This is an optimization exercise on Yosys and OpenROAD, whose aim is small area, a short achievable clock period and few clock cycles per item, not a production implementation.
Power is estimated from default activity; no workload was simulated.

## north
==> flow/design.v (excerpt) <==
module grid_zone_binning (
  input  logic                           clk,
  input  logic                           rst_n,
  input  logic                           in_tvalid,
  output logic                           in_tready,
  input  logic [55:0]                    in_tdata,
  input  logic                           in_tuser,
  output logic                           out_tvalid,
  input  logic                           out_tready,
  output logic [15:0]                    out_tdata,
  output logic [1:0]                     out_tuser,
  output logic                           out_tlast,
  input  logic                           cfg_valid,
  output logic                           cfg_ready,
  input  logic [0:0]                     cfg_index,
  input  logic [11:0]                    cfg_data
);
Size: ~320 flip-flops, ~17000 sq um of cells after synthesis.
Settings: LEC_CHECK=0, ABC_CLOCK_PERIOD_IN_PS=2600, CAP_MARGIN=20, CORE_MARGIN=2, CORE_UTILIZATION=65, PLACE_DENSITY=0.8, SETUP_SLACK_MARGIN=3.4, SLEW_MARGIN=20; clock period 6.0 ns.
run.sh (not shown) runs the stock make flow with config.mk's settings and CLKGATE_MAP_FILE= SYNTH_SCRIPT=/design/flow/synth_recipe.tcl, a recipe that flattens the netlist after the stock synthesis.
### north -> south
Settings: swapping 0.8 for 0.6 in PLACE_DENSITY; swapping 65 for 40 in CORE_UTILIZATION.
Results
- south ends up with higher insertion delay of the later-clocked pin in the worst-skew pair than north does.
- In south, the stage delay of the slowest cell on the critical path came out 0.17 ns below the value in north.
- In the final reports, the cell area of south is larger than that of north.
- Clock network contribution to total cell area: south vs north, no meaningful difference
- Between north and south, post-route fraction of the period consumed by the critical path is lower for south, north comes in above that.
- south vs. north: detailed-routing iteration count for the pre-antenna-repair pass went down by 1.
- Fraction of power consumed by the clock network up 0.7 points in south wrt north
No functional check of the RTL was part of any run of this note.


Setup of purple:
The RTL this note starts from:
==> flow/design.v <==
package gzb_pkg;
  localparam int GRID_COLS  = 4;
  localparam int GRID_ROWS  = 4;
  localparam int ZONE_COUNT = GRID_COLS * GRID_ROWS;
  localparam int FILL_W     = 9;     
  localparam int SCR_W      = 12;
  localparam int ZS_W       = SCR_W - 2;    
  localparam int COORD_W    = 14;
  localparam logic [SCR_W-1:0] SCR_W_RESET = SCR_W'(800);
  localparam logic [SCR_W-1:0] SCR_H_RESET = SCR_W'(600);
  localparam logic OP_CLEAR  = 1'b0;
  localparam logic OP_INSERT = 1'b1;
endpackage
import gzb_pkg::*;
module gzb_lanes (
  input  logic [gzb_pkg::ZS_W-1:0]   zs,
  input  logic signed [12:0]         p0,
  input  logic [8:0]                 len,
  output logic [3:0]                 hit
);
  logic signed [13:0] e0, e1;
  logic [11:0]        b1, b2, b3, b4;
  logic [4:0]         ge0, le0, ge1, le1;
  assign e0 = 14'(p0);
  assign e1 = 14'(p0) + 14'(len);
  assign b1 = 12'(zs);
  assign b2 = {1'b0, zs, 1'b0};
  assign b3 = b1 + b2;
  assign b4 = {zs, 2'b00};
  always_comb begin
    ge0[0] = !e0[13];
    le0[0] = e0[13] || (e0 == 14'sd0);
    ge1[0] = !e1[13];
    le1[0] = e1[13] || (e1 == 14'sd0);
    ge0[1] = (e0 >= $signed({2'b00, b1}));  le0[1] = (e0 <= $signed({2'b00, b1}));
    ge0[2] = (e0 >= $signed({2'b00, b2}));  le0[2] = (e0 <= $signed({2'b00, b2}));
    ge0[3] = (e0 >= $signed({2'b00, b3}));  le0[3] = (e0 <= $signed({2'b00, b3}));
    ge0[4] = (e0 >= $signed({2'b00, b4}));  le0[4] = (e0 <= $signed({2'b00, b4}));
    ge1[1] = (e1 >= $signed({2'b00, b1}));  le1[1] = (e1 <= $signed({2'b00, b1}));
    ge1[2] = (e1 >= $signed({2'b00, b2}));  le1[2] = (e1 <= $signed({2'b00, b2}));
    ge1[3] = (e1 >= $signed({2'b00, b3}));  le1[3] = (e1 <= $signed({2'b00, b3}));
    ge1[4] = (e1 >= $signed({2'b00, b4}));  le1[4] = (e1 <= $signed({2'b00, b4}));
    for (int k = 0; k < 4; k++)
      hit[k] = (ge0[k] && le0[k+1]) || (ge1[k] && le1[k+1]);
  end
endmodule
import gzb_pkg::*;
module grid_zone_binning (
  input  logic                           clk,
  input  logic                           rst_n,
  input  logic                           in_tvalid,
  output logic                           in_tready,
  input  logic [55:0]                    in_tdata,
  input  logic                           in_tuser,
  output logic                           out_tvalid,
  input  logic                           out_tready,
  output logic [15:0]                    out_tdata,
  output logic [1:0]                     out_tuser,
  output logic                           out_tlast,
  input  logic                           cfg_valid,
  output logic                           cfg_ready,
  input  logic [0:0]                     cfg_index,
  input  logic [11:0]                    cfg_data
);
  logic [ZS_W-1:0] zw_r, zh_r;
  logic        rdy_r, rv_r, rop_r;
  logic [12:0] rx_r, ry_r;
  logic [8:0]  rw_r, rh_r;
  logic        acc;
  logic [3:0]  col_hit, row_hit;
  logic        f1v, f2v, f1op, f2op;
  logic [3:0]  f1r, f1c, f2r, f2c;
  logic        hv, hop;
  logic [3:0]  hr, hc, hcl;
  logic [3:0]  rsel, csel;
  logic        step, pop, last, last_c, hit;
  logic [1:0]  n_nxt;
  logic [15:0] sel, we, full;
  logic [3:0]  zone;
  logic [8:0]  fs, inc;
  logic [8:0]  fill_r [ZONE_COUNT];
  logic [15:0] fv_r;
  logic        ov_r, ohit_r, oovf_r, olast_r;
  logic [3:0]  ozone_r;
  logic [7:0]  oslot_r;
  assign cfg_ready = 1'b1;
  assign in_tready = rdy_r;
  assign acc       = in_tvalid && rdy_r;
  always_ff @(posedge clk) begin
    if (!rst_n) begin
      zw_r <= SCR_W_RESET[SCR_W-1:2];
      zh_r <= SCR_H_RESET[SCR_W-1:2];
    end else if (cfg_valid) begin
      if (cfg_index == 1'b0) zw_r <= cfg_data[SCR_W-1:2];
      else                   zh_r <= cfg_data[SCR_W-1:2];
    end
  end
  always_ff @(posedge clk) begin
    rop_r <= in_tuser;
    rx_r  <= in_tdata[20:8];
    ry_r  <= in_tdata[33:21];
    rw_r  <= in_tdata[42:34];
    rh_r  <= in_tdata[51:43];
  end
  gzb_lanes u_cols (.zs(zw_r), .p0(rx_r), .len(rw_r), .hit(col_hit));
  gzb_lanes u_rows (.zs(zh_r), .p0(ry_r), .len(rh_r), .hit(row_hit));
  always_comb begin
    rsel = '0;
    csel = '0;
    for (int i = 3; i >= 0; i--) begin
      if (hr[i])  rsel = 4'(1) << i;
      if (hcl[i]) csel = 4'(1) << i;
    end
    for (int r = 0; r < 4; r++)
      for (int c = 0; c < 4; c++)
        sel[4*r+c] = rsel[r] && csel[c] && hop && hv;
  end
  assign hit    = hv && hop && (hr != '0) && (hc != '0);
  assign last_c = (hcl & ~csel) == '0;
  assign last   = !hit || (last_c && ((hr & ~rsel) == '0));
  assign zone   = hit ? {rsel[3] | rsel[2], rsel[3] | rsel[1],
                         csel[3] | csel[2], csel[3] | csel[1]} : 4'd0;
  always_comb begin
    fs = '0;
    for (int z = 0; z < ZONE_COUNT; z++) begin
      fs      = fs | ({9{sel[z] && fv_r[z]}} & fill_r[z]);
      full[z] = fv_r[z] && fill_r[z][8];
    end
  end
  assign inc  = fs + 9'd1;
  assign step = !ov_r || out_tready;
  assign pop  = !hv || (step && last);
  assign we   = step ? (sel & ~full) : '0;
  assign n_nxt = 2'(hv) + 2'(f1v) + 2'(f2v) - 2'(hv && pop);
  always_ff @(posedge clk) begin
    if (!rst_n) begin
      hv  <= 1'b0;
      f1v <= 1'b0;
      f2v <= 1'b0;
    end else begin
      hv  <= pop ? (f1v || rv_r) : 1'b1;
      f1v <= pop ? (f2v || (f1v && rv_r)) : (f1v || (hv && rv_r));
      f2v <= pop ? (f2v && rv_r) : (f2v || (f1v && rv_r));
    end
  end
  always_ff @(posedge clk) begin
    if (pop) begin
      if (f1v) begin
        hop <= f1op;
        hr  <= f1r;
        hc  <= f1c;
        hcl <= f1c;
      end else begin
        hop <= rop_r;
        hr  <= row_hit;
        hc  <= col_hit;
        hcl <= col_hit;
      end
    end else if (step) begin
      if (last_c) begin
        hr  <= hr & ~rsel;
        hcl <= hc;
      end else begin
        hcl <= hcl & ~csel;
      end
    end
    if (pop ? f2v : 1'b0) begin
      f1op <= f2op;
      f1r  <= f2r;
      f1c  <= f2c;
    end else if (n_nxt == 2'd1) begin
      f1op <= rop_r;
      f1r  <= row_hit;
      f1c  <= col_hit;
    end
    if (n_nxt == 2'd2) begin
      f2op <= rop_r;
      f2r  <= row_hit;
      f2c  <= col_hit;
    end
  end
  always_ff @(posedge clk) begin
    if (!rst_n) begin
      rv_r  <= 1'b0;
      rdy_r <= 1'b0;
    end else begin
      rv_r  <= acc;
      rdy_r <= (3'(n_nxt) + 3'(rv_r) + 3'(acc)) <= 3'd2;
    end
  end
  always_ff @(posedge clk) begin
    if (!rst_n) begin
      fv_r <= '0;
    end else if (step && hv && (hop == OP_CLEAR)) begin
      fv_r <= '0;
    end else begin
      fv_r <= fv_r | we;
    end
  end
  always_ff @(posedge clk) begin
    for (int z = 0; z < ZONE_COUNT; z++)
      if (we[z]) fill_r[z] <= inc;
  end
  always_ff @(posedge clk) begin
    if (!rst_n) begin
      ov_r <= 1'b0;
    end else if (step) begin
      ov_r <= hv;
    end
  end
  always_ff @(posedge clk) begin
    if (step) begin
      ozone_r <= zone;
      oslot_r <= fs[7:0];
      ohit_r  <= hit;
      oovf_r  <= fs[8];
      olast_r <= last;
    end
  end
  assign out_tvalid = ov_r;
  assign out_tdata  = {4'b0000, oslot_r, ozone_r};
  assign out_tuser  = {oovf_r, ohit_r};
  assign out_tlast  = olast_r;
endmodule
==> flow/config.mk <==
export PLATFORM = sky130hd
export DESIGN_NAME = grid_zone_binning
export DESIGN_NICKNAME = grid_zone_binning
export VERILOG_FILES = /design/flow/design.v
export SDC_FILE = /design/flow/constraint.sdc
export NUM_CORES = 4
export LEC_CHECK = 0
export ABC_CLOCK_PERIOD_IN_PS = 2700
export CAP_MARGIN = 20
export CORE_MARGIN = 2
export CORE_UTILIZATION = 40
export PLACE_DENSITY = 0.6
export SETUP_SLACK_MARGIN = 3.3
export SLEW_MARGIN = 20
==> flow/constraint.sdc <==
create_clock -name core_clock -period 6.0 [get_ports {clk}]
set_input_delay 1.2000 -clock core_clock [delete_from_list [all_inputs] [get_ports {clk}]]
set_output_delay 1.2000 -clock core_clock [all_outputs]
set_load 0.01 [all_outputs]
Edits applied to the flow inputs when going from purple to red:
--- a/flow/config.mk
+++ b/flow/config.mk
@@ -8 +7,0 @@
-export ABC_CLOCK_PERIOD_IN_PS = 2700
@@ -13 +11,0 @@
-export SETUP_SLACK_MARGIN = 3.3
[summary]
Delta (red minus purple): total number of cells along the worst setup path lower; fraction of area in registers higher; combinational power lower. Lower headroom to the max-slew limit goes to red over purple. Measured against each other, red and purple differ in hold slack, the lower figure coming from red. Per the comparison of red with purple, relative contribution of the clock network to total power moved up; total routing usage reported by global routing moved down; worst path setup slack after routing moved down; area growth from synthesis to layout moved down. Delta (red minus purple): total power saw a decrease; minimum period implied by the final worst setup slack rose 930 ps.
Function was not checked in any run of this note: the RTL went through the layout flow alone.

==> re-timing with driven ports <==
No port has a modelled driver above. Below, the same layouts with a new extraction and two added sets of constraints. Step 1: set_driving_cell puts a clkbuf_16 on clk and a buf_2 on each other input, an assumption about the parent block. Step 2 also shifts input and output timing later by t, the mid clock arrival at the registers, as if the neighbouring blocks saw the same clock. a / b / c = no drivers / after step 1 / after step 2; a / b = the first two.
run | shift t [ns] | setup WS [ns] | hold WS [ns] | clock arrival spread, ns | pins driven straight from the clock port
north | 0.554 | 3.192 / 3.192 / 2.680 | 0.418 / 0.418 / 0.418 | 0.020 / 0.021 | 1
south | 0.575 | 3.229 / 3.229 / 2.795 | 0.422 / 0.422 / 0.422 | 0.017 / 0.017 | 1
purple | 0.633 | 2.349 / 2.349 / 2.349 | 0.490 / 0.490 / 0.490 | 0.031 / 0.032 | 1
red | 0.629 | 1.423 / 1.423 / 1.423 | 0.467 / 0.467 / 0.467 | 0.019 / 0.019 | 1
After both steps every run listed still meets setup and hold. For north, which loses most, drivers alone change the setup slack by 0.000 ns; drivers and shift together by -0.512 ns.
